This is an optimization exercise on Yosys and OpenROAD, whose aim is small area, a short achievable clock period and few clock cycles per item, not a production implementation.
Where RTL was checked, it was by simulation tests only, not by an equivalence proof against the original.
No activity file was given, so power comes from the tool's default toggle rates.

job 104:
Design window_stack_hit_test, start of the top module:
module window_stack_hit_test (
  input  logic                                clk_i,
  input  logic                                rst_ni,
  input  logic                                in_valid_i,
  output logic                                in_ready_o,
  input  logic                                command_i,
  input  logic [wsh_pkg::SLOT_W-1:0]          slot_i,
  input  logic [wsh_pkg::COORD_BITS-1:0]      left_i,
  input  logic [wsh_pkg::COORD_BITS-1:0]      bottom_i,
  input  logic [wsh_pkg::COORD_BITS-1:0]      right_i,
  input  logic [wsh_pkg::COORD_BITS-1:0]      top_i,
  input  logic [wsh_pkg::COORD_BITS-1:0]      point_x_i,
  input  logic [wsh_pkg::COORD_BITS-1:0]      point_y_i,
  output logic                                out_valid_o,
  input  logic                                out_ready_i,
  output logic                                hit_o,
  output logic [wsh_pkg::ID_OUT_W-1:0]        window_id_o,
  input  logic                                psel,
  input  logic                                penable,
  input  logic                                pwrite,
  input  logic [wsh_pkg::APB_AW-1:0]          paddr,
  input  logic [wsh_pkg::APB_DW-1:0]          pwdata,
  output logic [wsh_pkg::APB_DW-1:0]          prdata,
  output logic                                pready
);
==> flow/config.mk <==
export PLATFORM = sky130hd
export DESIGN_NAME = window_stack_hit_test
export DESIGN_NICKNAME = window_stack_hit_test
export VERILOG_FILES = /design/flow/design.v
export SDC_FILE = /design/flow/constraint.sdc
export NUM_CORES = 4
export LEC_CHECK = 0
export CAP_MARGIN = 30
export CELL_PAD_IN_SITES_DETAIL_PLACEMENT = 2
export CELL_PAD_IN_SITES_GLOBAL_PLACEMENT = 2
export CORE_MARGIN = 2
export CORE_UTILIZATION = 35
export CTS_BUF_LIST = sky130_fd_sc_hd__clkbuf_8
export CTS_CLUSTER_DIAMETER = 60
export CTS_CLUSTER_SIZE = 20
export SETUP_SLACK_MARGIN = 4.1
export SLEW_MARGIN = 20
==> flow/constraint.sdc <==
create_clock -name core_clock -period 8.0 [get_ports {clk_i}]
set_input_delay 1.6000 -clock core_clock [delete_from_list [all_inputs] [get_ports {clk_i}]]
set_output_delay 1.6000 -clock core_clock [all_outputs]
set_load 0.01 [all_outputs]
run.sh (not shown) runs the stock make flow with config.mk's settings and CLKGATE_MAP_FILE= SYNTH_SCRIPT=/design/flow/synth_recipe.tcl, a recipe that flattens the netlist after the stock synthesis.
#### Input delta (job 105 over job 104)
Settings: CTS_CLUSTER_SIZE removed (was 20); CTS_CLUSTER_DIAMETER removed (was 60).
Results
Job 104 completed every stage of the flow, and the final layout passed the timing, DRC and antenna checks.
Job 105: done, clean on timing, DRC and antenna
Between job 104 and job 105, total buffers and inverters traversed by the critical path decreased.
Relative to job 104, number of global-route vias before repair has increased by 973 in job 105.
Global-route wire length before repair grows slightly when moving from job 104 to job 105.
Compared with job 104, job 105 shows a lower slew at the pin with the worst max-slew slack.
Compared with job 104, job 105 shows a higher final cell count.
Job 105 vs job 104, startpoint of the worst setup timing path: u_dp.perm_x_q[48] vs u_dp.m_b_q[15]
Diff job 104 -> job 105: required time reported for the critical path endpoint went down by 0.02 ns, utilization after layout went up by 0.62 points, sequential fraction of total cell area went down by 0.73 points.
No functional check of the RTL was part of any run of this note.

========
Setup of run A:
Another version of the RTL of window_stack_hit_test (not shown whole).
Size: roughly 4500 cells after synthesis, ~160 I/O pins, ~52000 sq um of cells after synthesis.
## window_stack_hit_test
module window_stack_hit_test (
  input  logic                                clk_i,
  input  logic                                rst_ni,
  input  logic                                in_valid_i,
  output logic                                in_ready_o,
  input  logic                                command_i,
  input  logic [wsh_pkg::SLOT_W-1:0]          slot_i,
  input  logic [wsh_pkg::COORD_BITS-1:0]      left_i,
  input  logic [wsh_pkg::COORD_BITS-1:0]      bottom_i,
  input  logic [wsh_pkg::COORD_BITS-1:0]      right_i,
  input  logic [wsh_pkg::COORD_BITS-1:0]      top_i,
  input  logic [wsh_pkg::COORD_BITS-1:0]      point_x_i,
  input  logic [wsh_pkg::COORD_BITS-1:0]      point_y_i,
  output logic                                out_valid_o,
  input  logic                                out_ready_i,
  output logic                                hit_o,
  output logic [wsh_pkg::ID_OUT_W-1:0]        window_id_o,
  input  logic                                psel,
  input  logic                                penable,
  input  logic                                pwrite,
  input  logic [wsh_pkg::APB_AW-1:0]          paddr,
  input  logic [wsh_pkg::APB_DW-1:0]          pwdata,
  output logic [wsh_pkg::APB_DW-1:0]          prdata,
  output logic                                pready
);
make LEC_CHECK=0 CAP_MARGIN=30 CELL_PAD_IN_SITES_DETAIL_PLACEMENT=2 CELL_PAD_IN_SITES_GLOBAL_PLACEMENT=2 CORE_MARGIN=2 CORE_UTILIZATION=35 CTS_BUF_LIST=sky130_fd_sc_hd__clkbuf_8 SETUP_SLACK_MARGIN=4.4 SLEW_MARGIN=20 finish   # period 8.0 ns
Run A completed end to end with timing, DRC and antenna clean.
Testbench counts of run A, summed over its fixed seeds: cycles 9,624, items 9,600.
The following lists how run B was set up differently from run A:
- swapping 4.4 for 4.25 in SETUP_SLACK_MARGIN
### Flow results
Run B went all the way through synthesis, placement and routing and the layout is clean on timing, DRC and antenna.
The reg2reg setup slack in run B sits 0.09 ns above the value recorded for run A.
Looking at buffer count excluding the clock tree in the final layout, run B sits 19% below run A.
After detailed routing, run A needs more wire than run B.
First-pass GRT wire length down about 2.3% in run B wrt run A
Compared with run A, run B shows fraction of power consumed by the clock network higher by 1.7 points.
Modified inputs, run C compared to run B
- CTS_CLUSTER_DIAMETER: unset -> 50
- CTS_CLUSTER_SIZE: unset -> 16
- CORE_UTILIZATION: 35 -> 42
Findings:
- Per the final summary, run C finished and its layout is clean on timing, DRC and antenna.
- Measured against each other, run B and run C differ in number of cells in the design after placement, the lower figure coming from run C.
- Run C vs run B: tap cell count down by more than 10%
- Delta (run C minus run B): final-layout worst hold slack level; number of hold violations in the final report barely changed; area of the die now smaller; maximum clock frequency down about 3.4%; wire length of the first global-routing pass decreased by about 1.4% relative to the old numbers.
- | relative contribution of the clock network to total power | run C vs run B | 2.0 points lower |
> inputs changed (run C -> run D)
- changing CAP_MARGIN from 30 to 20
- changing CORE_UTILIZATION from 42 to 35
==> summary.txt <==
Final area on run D is behind run C.
Met2 track demand over resource in global routing delta for run D relative to run C: 8.1 points lower
Compared with run C, run D shows a sequential share of layout area that is 0.48 points lower.
Looking at global-route wire length before repair across both flows, run D is the weaker of the two, with run C ahead.
Run D vs. run C: ratio of routed vias to standard cells went down by 0.41.
Input changes introduced in run E (baseline for comparison: run D):
- SETUP_SLACK_MARGIN now 4.32, was 4.25
- CAP_MARGIN now 30, was 20
==> summary.txt <==
- Delta (run E minus run D): part of the cycle the worst path needs decreased by 0.84 points relative to the old numbers; final weighted congestion in routability-driven placement closely matched the old numbers; fraction of power spent switching nets increased by 0.34 points relative to the old numbers.
### run E -> run F
- a change of SETUP_SLACK_MARGIN from 4.32 to 4.25
## What came out
Run F vs run E — global-route wire length before repair dropped 5.9 mm.
Delta (run F minus run E): clock skew shows a reduction of 0.023 ns, hold slack climbed 0.016 ns.
The higher fraction of met1 tracks used by global routing of run F and run E is in run E.
Run F against run E: final net count lower; count of buffers added by post-CTS timing repair for setup shows a reduction of 20.
Comparing run F and run E, the lower switching part of the total power is on run F.
Run F vs. run E: global placement routability congestion roughly the same; number of antenna violations at the first check in global routing saw an increase; worst setup slack decreased 0.040 ns.
Relative to run E, the fraction of standard cell area that is sequential of run F is higher by 0.86 points.

[separate check: timing with driven ports]
How much do the figures lean on ideal ports? The routed layouts below were timed once more, with nothing changed but the port constraints.
Step 1 (the two cells are an assumption about what drives the block):
set clk [get_ports {clk_i}]
set_driving_cell -lib_cell sky130_fd_sc_hd__clkbuf_16 $clk
set_driving_cell -lib_cell sky130_fd_sc_hd__buf_2 [delete_from_list [all_inputs] $clk]
Step 2 also shifts input and output timing later by t, the mid clock arrival at the registers, as if the neighbouring blocks saw the same clock.
Three values: ideal ports, drivers, drivers and shift; two values: the first two.
run	t (ns)	setup WS [ns]	worst setup path after step 2	worst register clock-pin slew, ns	pins driven straight from the clock port
job 104	0.949	4.098 / 4.098 / 4.098	register to register	0.12 / 0.12	1
job 105	0.972	4.091 / 4.091 / 4.091	register to register	0.07 / 0.07	1
run A	0.990	4.200 / 4.200 / 3.891	input to register	0.07 / 0.07	1
run B	0.964	4.287 / 4.266 / 3.907	input to register	0.07 / 0.07	1
run C	0.973	4.157 / 4.157 / 3.894	input to register	0.10 / 0.10	1
run D	0.960	4.241 / 4.241 / 3.917	input to register	0.10 / 0.10	1
run E	0.947	4.308 / 4.308 / 3.885	input to register	0.10 / 0.10	1
run F	0.967	4.268 / 4.260 / 4.000	input to register	0.10 / 0.10	1
After both steps setup and hold are still met in every run listed. For run E, which loses most, drivers alone change the setup slack by 0.000 ns; drivers and shift together by -0.423 ns.
